From an optimization exercise on the open Yosys and OpenROAD flow, aimed at small area; shortcuts taken in it are not production practice. At most, simulation tests tie the RTL to the original design; equivalence was not proved. No activity file was given, so power comes from the tool's default toggle rates.

// median_mc_stream
module median_mc_stream #(
    parameter int DW         = 8,
    parameter int NUM_CH     = 4,
    parameter int FIFO_DEPTH = 16,
    parameter int PROG_FULL  = 12
) (
    input  logic                          i_clk,
    input  logic                          i_rst,
    input  logic                          s_valid,
    output logic                          s_ready,
    input  logic [NUM_CH*median_pkg::WIN_PIX*DW-1:0]  s_data,
    output logic                          m_valid,
    input  logic                          m_ready,
    output logic [DW-1:0]                 m_data,
    output logic [((NUM_CH > 1) ? $clog2(NUM_CH) : 1)-1:0] m_chan,
    output logic                          m_last,
    output logic                          o_prog_full,
    output logic [$clog2(FIFO_DEPTH):0]   o_fifo_count
);
    localparam int IW = (NUM_CH > 1) ? $clog2(NUM_CH) : 1;
    localparam int AW = $clog2(FIFO_DEPTH);
    localparam int CW = AW + 1;
    localparam logic [CW-1:0] PF_C = CW'(PROG_FULL);
    logic                 r_v1, r_v2, r_v3;
    logic [NUM_CH*DW-1:0] w_meds, r_m1, r_m2, r_m3;
    logic                 w_adv, w_pop, w_full, w_push;
    logic [DW-1:0]        r_mem [FIFO_DEPTH];
    logic [AW-1:0]        r_wr_ptr, r_rd_ptr;
    logic [CW-1:0]        r_count;
    for (genvar ch = 0; ch < NUM_CH; ch++) begin : g_ch
        median3x3_core #(.DW(DW)) u_core (
            .i_win (s_data[ch*WIN_PIX*DW +: WIN_PIX*DW]),
            .o_med (w_meds[ch*DW +: DW])
        );
    end
    always_comb begin
        w_pop   = m_valid && m_ready;
        w_full  = r_count[AW] && !w_pop;
        w_push  = r_v3 && !w_full;
        w_adv   = !(r_v3 && !(w_push && (r_wr_ptr[IW-1:0] == IW'(NUM_CH - 1))));
        s_ready = w_adv && !i_rst;
    end
    assign m_valid      = (r_count != '0);
    assign m_data       = r_mem[r_rd_ptr];
    assign m_chan       = r_rd_ptr[IW-1:0];
    assign m_last       = (r_rd_ptr[IW-1:0] == IW'(NUM_CH - 1));
    assign o_prog_full  = (r_count >= PF_C);
    assign o_fifo_count = r_count;
    always_ff @(posedge i_clk) begin
        if (i_rst) begin
            r_v1     <= 1'b0;
            r_v2     <= 1'b0;
            r_v3     <= 1'b0;
            r_wr_ptr <= '0;
            r_rd_ptr <= '0;
  ...
clock: 4.5 ns
lec_check: 0
cap_margin: 20
core_margin: 2
core_utilization: 40
gpl_timing_driven: 0
setup_slack_margin: 0.1
slew_margin: 20
standard.sh (not shown) runs the stock make flow with config.mk's settings and CLKGATE_MAP_FILE= SYNTH_SCRIPT=/design/flow/synth_recipe.tcl, a recipe that flattens the netlist after the stock synthesis.
==> flow/flow/run.sh <==
#!/bin/bash
# Own layout flow: the standard ORFS flow, except that ABC maps the logic with
# flow/abc.script (area-only mapping, twice, from choice networks) instead of ORFS's script. Everything else, including the
# registers and their names, is the standard synthesis and layout, except that Yosys's
# extract_fa is skipped so ABC maps the comparators' XORs freely; ports are buffered with
# buf_2 rather than the delay buffer buffer_ports picks by default.
set -euo pipefail
W=$(pwd)
export FLOW_ABC_SCRIPT="$W/flow/abc.script"
{
  echo 'proc extract_fa {args} {}'
  echo 'proc abc {args} {'
  echo '  set i [lsearch -exact $args -script]'
  echo '  if { $i >= 0 } { set args [lreplace $args [expr {$i + 1}] [expr {$i + 1}] $::env(FLOW_ABC_SCRIPT)] }'
  echo '  yosys abc {*}$args'
  echo '}'
  cat "$W/synth_recipe.tcl"
} > "$W/flow_synth.tcl"
bash "$W/standard.sh" SYNTH_SCRIPT="$W/flow_synth.tcl" BUFFER_PORTS_ARGS="-buffer_cell sky130_fd_sc_hd__buf_2" finish > "$W/flow_make.log" 2>&1
==> flow/flow/abc.script <==
strash
dc2
dch -f
map -a
strash
dch -f
map -a
topo
The baseline ran to the end with no violations.
Next try:
==> flow/flow/run.sh (replaced) <==
#!/bin/bash
# Own layout flow: the standard ORFS flow, except that ABC maps the logic with
# flow/abc.script (area recovery under a 2.3 ns delay target) instead of ORFS's script. Everything else, including the
# registers and their names, is the standard synthesis and layout, except that Yosys's
# extract_fa is skipped so ABC maps the comparators' XORs freely; ports are buffered with
# buf_1 rather than the delay buffer buffer_ports picks by default.
set -euo pipefail
W=$(pwd)
export FLOW_ABC_SCRIPT="$W/flow/abc.script"
{
  echo 'proc extract_fa {args} {}'
  echo 'proc abc {args} {'
  echo '  set i [lsearch -exact $args -script]'
  echo '  if { $i >= 0 } { set args [lreplace $args [expr {$i + 1}] [expr {$i + 1}] $::env(FLOW_ABC_SCRIPT)] }'
  echo '  yosys abc {*}$args'
  echo '}'
  cat "$W/synth_recipe.tcl"
} > "$W/flow_synth.tcl"
bash "$W/standard.sh" SYNTH_SCRIPT="$W/flow_synth.tcl" BUFFER_PORTS_ARGS="-buffer_cell sky130_fd_sc_hd__buf_1" finish > "$W/flow_make.log" 2>&1
==> flow/flow/abc.script (replaced) <==
strash
dch
map -D 2300
topo
Settings changed: CTS_BUF_LIST set to sky130_fd_sc_hd__clkbuf_2 sky130_fd_sc_hd__clkbuf_4 sky130_fd_sc_hd__clkbuf_8.
What happened:
- core utilization is lower by 0.82 points
- hold slack loses 0.0087 ns
- final cell count went up by a few percent
- die area increases slightly
- critical path depth stays the same
- worst setup slack improves by 0.025 ns
Next try:
--- a/flow/flow/run.sh
+++ b/flow/flow/run.sh
@@ -4,5 +4,5 @@
 # registers and their names, is the standard synthesis and layout, except that Yosys's
 # extract_fa is skipped so ABC maps the comparators' XORs freely; ports are buffered with
-# buf_1 rather than the delay buffer buffer_ports picks by default.
+# buf_2 rather than the delay buffer buffer_ports picks by default.
 set -euo pipefail
 W=$(pwd)
@@ -17,3 +17,3 @@
   cat "$W/synth_recipe.tcl"
 } > "$W/flow_synth.tcl"
-bash "$W/standard.sh" SYNTH_SCRIPT="$W/flow_synth.tcl" BUFFER_PORTS_ARGS="-buffer_cell sky130_fd_sc_hd__buf_1" finish > "$W/flow_make.log" 2>&1
+bash "$W/standard.sh" SYNTH_SCRIPT="$W/flow_synth.tcl" BUFFER_PORTS_ARGS="-buffer_cell sky130_fd_sc_hd__buf_2" finish > "$W/flow_make.log" 2>&1
Settings changed: CTS_BUF_LIST sky130_fd_sc_hd__clkbuf_2 sky130_fd_sc_hd__clkbuf_4 sky130_fd_sc_hd__clkbuf_8 to unset.
What happened: Worst setup slack gains 0.059 ns; final area decreases by 0.87%; clock skew barely changes.

median_mc_stream, a different RTL version from the one above (not shown whole).
For scale: roughly 240 flip-flops.
## median_mc_stream
module median_mc_stream #(
    parameter int DW         = 8,
    parameter int NUM_CH     = 4,
    parameter int FIFO_DEPTH = 16,
    parameter int PROG_FULL  = 12
) (
    input  logic                          i_clk,
    input  logic                          i_rst,
    input  logic                          s_valid,
    output logic                          s_ready,
    input  logic [NUM_CH*median_pkg::WIN_PIX*DW-1:0]  s_data,
    output logic                          m_valid,
    input  logic                          m_ready,
    output logic [DW-1:0]                 m_data,
    output logic [((NUM_CH > 1) ? $clog2(NUM_CH) : 1)-1:0] m_chan,
    output logic                          m_last,
    output logic                          o_prog_full,
    output logic [$clog2(FIFO_DEPTH):0]   o_fifo_count
);
    localparam int IW = (NUM_CH > 1) ? $clog2(NUM_CH) : 1;
    localparam int AW = $clog2(FIFO_DEPTH);
    localparam int CW = AW + 1;
    localparam logic [CW-1:0] PF_C = CW'(PROG_FULL);
    logic                 r_v1, r_v2, r_v3;
    logic [NUM_CH*DW-1:0] w_meds, r_m1, r_m2, r_m3;
  ...
==> flow/config.mk <==
export PLATFORM = sky130hd
export DESIGN_NAME = median_mc_stream
export DESIGN_NICKNAME = median_mc_stream
export VERILOG_FILES = /design/flow/design.v
export SDC_FILE = /design/flow/constraint.sdc
export NUM_CORES = 4
export LEC_CHECK = 0
export CAP_MARGIN = 20
export CORE_MARGIN = 2
export CORE_UTILIZATION = 40
export CTS_BUF_LIST = sky130_fd_sc_hd__clkbuf_2 sky130_fd_sc_hd__clkbuf_4 sky130_fd_sc_hd__clkbuf_8
export GPL_TIMING_DRIVEN = 0
export SETUP_SLACK_MARGIN = 0.1
export SLEW_MARGIN = 20
==> flow/constraint.sdc <==
create_clock -name core_clock -period 4.5 [get_ports {i_clk}]
set_input_delay 0.9000 -clock core_clock [delete_from_list [all_inputs] [get_ports {i_clk}]]
set_output_delay 0.9000 -clock core_clock [all_outputs]
set_load 0.01 [all_outputs]
==> flow/flow/run.sh <==
#!/bin/bash
# Own layout flow: the standard ORFS flow, except that ABC maps the logic with
# flow/abc.script (area recovery under a 2.3 ns delay target) instead of ORFS's script. Everything else, including the
# registers and their names, is the standard synthesis and layout; ports are buffered with
# buf_1 rather than the delay buffer buffer_ports picks by default.
set -euo pipefail
W=$(pwd)
export FLOW_ABC_SCRIPT="$W/flow/abc.script"
{
  echo 'proc abc {args} {'
  echo '  set i [lsearch -exact $args -script]'
  echo '  if { $i >= 0 } { set args [lreplace $args [expr {$i + 1}] [expr {$i + 1}] $::env(FLOW_ABC_SCRIPT)] }'
  echo '  yosys abc {*}$args'
  echo '}'
  cat "$W/synth_recipe.tcl"
} > "$W/flow_synth.tcl"
bash "$W/standard.sh" SYNTH_SCRIPT="$W/flow_synth.tcl" BUFFER_PORTS_ARGS="-buffer_cell sky130_fd_sc_hd__buf_1" finish > "$W/flow_make.log" 2>&1
==> flow/flow/abc.script <==
strash
dch
map -D 2300
topo
Rerun with:
--- a/flow/flow/run.sh
+++ b/flow/flow/run.sh
@@ -3 +3 @@
-# flow/abc.script (area recovery under a 2.3 ns delay target) instead of ORFS's script. Everything else, including the
+# flow/abc.script (area recovery under a 2.1 ns delay target) instead of ORFS's script. Everything else, including the
@@ -5 +5 @@
-# buf_1 rather than the delay buffer buffer_ports picks by default.
+# buf_2 rather than the delay buffer buffer_ports picks by default.
@@ -17 +17 @@
-bash "$W/standard.sh" SYNTH_SCRIPT="$W/flow_synth.tcl" BUFFER_PORTS_ARGS="-buffer_cell sky130_fd_sc_hd__buf_1" finish > "$W/flow_make.log" 2>&1
+bash "$W/standard.sh" SYNTH_SCRIPT="$W/flow_synth.tcl" BUFFER_PORTS_ARGS="-buffer_cell sky130_fd_sc_hd__buf_2" finish > "$W/flow_make.log" 2>&1
==> flow/flow/abc.script (replaced) <==
strash
dch
map -D 2100
topo
Settings changed: CTS_BUF_LIST sky130_fd_sc_hd__clkbuf_2 sky130_fd_sc_hd__clkbuf_4 sky130_fd_sc_hd__clkbuf_8 to unset.
Effect:
- global-route usage climbs by 0.78 points
- via count climbs by 2.1%
- core utilization drops by 0.86 points
- sequential power drops by about 3%
- die area climbs by 3.0%
- non-clock buffer count drops by 72
- setup slack improved by 0.030 ns
- design area climbs by 0.73%
- power drops by 3.4%
- synthesized area climbs by 3.0%
- wire length climbs by 5.4%
Rerun with:
--- a/flow/flow/run.sh
+++ b/flow/flow/run.sh
@@ -3 +3 @@
-# flow/abc.script (area recovery under a 2.1 ns delay target) instead of ORFS's script. Everything else, including the
+# flow/abc.script (area recovery under a 2.3 ns delay target) instead of ORFS's script. Everything else, including the
==> flow/flow/abc.script (replaced) <==
strash
dch
map -D 2300
topo
After rerunning: Via count drops by 2.9%; die area drops by 2.9%; total power climbs by 6.0%; clock-buffer cell count drops by 2; final cell count drops by 2.8%; non-clock buffer count climbs by 43; first-iteration DRC count drops by 7.8%; global-route usage drops by 1.0 points; synthesized area drops by 2.9%; clock power climbs by about 6%.

run a:
median_mc_stream, a different RTL version from the one above (not shown whole).
For scale: ~240 flip-flops, about 310 I/O pins, roughly 32000 µm² of cells after synthesis.
## median_mc_stream
module median_mc_stream #(
    parameter int DW         = 8,
    parameter int NUM_CH     = 4,
    parameter int FIFO_DEPTH = 16,
    parameter int PROG_FULL  = 12
) (
    input  logic                          i_clk,
    input  logic                          i_rst,
    input  logic                          s_valid,
    output logic                          s_ready,
    input  logic [NUM_CH*median_pkg::WIN_PIX*DW-1:0]  s_data,
    output logic                          m_valid,
    input  logic                          m_ready,
    output logic [DW-1:0]                 m_data,
    output logic [((NUM_CH > 1) ? $clog2(NUM_CH) : 1)-1:0] m_chan,
    output logic                          m_last,
    output logic                          o_prog_full,
    output logic [$clog2(FIFO_DEPTH):0]   o_fifo_count
);
Settings: LEC_CHECK=0, ABC_AREA=1, CAP_MARGIN=20, CORE_MARGIN=2, CORE_UTILIZATION=40, GPL_TIMING_DRIVEN=0, SLEW_MARGIN=20; clock period 4.5 ns.
run.sh (not shown) runs the stock make flow with config.mk's settings and CLKGATE_MAP_FILE= SYNTH_SCRIPT=/design/flow/synth_recipe.tcl, a recipe that flattens the netlist after the stock synthesis.
Stock flow here: none of the scripts above is used.
Status run a: flow complete, layout not clean - negative setup slack
Edits applied to the flow inputs when going from run a to run b:
# run a
export LEC_CHECK = 0
export ABC_AREA = 1
export CAP_MARGIN = 20
export CORE_MARGIN = 2
export CORE_UTILIZATION = 40
export GPL_TIMING_DRIVEN = 0
export SLEW_MARGIN = 20
create_clock -name core_clock -period 4.5 [get_ports {i_clk}]
# run b
export LEC_CHECK = 0
export ABC_AREA = 1
export CAP_MARGIN = 20
export CORE_MARGIN = 2
export CORE_UTILIZATION = 40
export SLEW_MARGIN = 20
create_clock -name core_clock -period 4.5 [get_ports {i_clk}]
Results
- Run b vs. run a: global-route wire length before repair saw an increase, routed wire length increased 9600 µm, clock tree buffer count of the final layout up 1.
- Reported combinational group power ended up 8.6% higher on run b than on run a.
- Run b completed end to end; final checks failed (negative setup slack).
Function was not checked in any run of this note: the RTL went through the layout flow alone.

port drivers added, routing unchanged:
In the flow no input, the clock included, has a driving cell. The finished layouts below were timed again as built, in two steps. Step 1 sets driving cells, clkbuf_16 on the clock port and buf_2 on the other inputs (assumed; they add their load-dependent delay and slew). Step 2 adds t to the input delays and takes it off the output delays; t is the mean of the earliest and latest rising clock arrival at the registers after step 1. Input paths then give back, and output paths get back, about the clock's delay inside the block. Slacks: ideal / step 1 / step 2; pairs: ideal / step 1.
run | t, ns | setup WS [ns] | worst setup path at the end
the first run of note 1 | 0.546 | 0.141 / 0.168 / -0.378 | input to register
the second run of note 1 | 0.552 | 0.166 / 0.185 / -0.367 | input to register
the third run of note 1 | 0.540 | 0.225 / 0.175 / -0.281 | input to register
the first run of note 2 | 0.564 | 0.214 / 0.186 / -0.329 | input to register
the second run of note 2 | 0.550 | 0.244 / 0.211 / -0.287 | input to register
the third run of note 2 | 0.550 | 0.220 / 0.212 / -0.310 | input to register
run a | 0.555 | -0.226 / -0.213 / -0.768 | input to register
run b | 0.551 | -0.053 / -0.037 / -0.588 | input to register
Met with ideal ports but missed after step 2: setup timing in 6 of these runs. The setup slack of the first run of note 2, which loses most, moves by -0.028 ns with the drivers and by -0.543 ns with both steps.
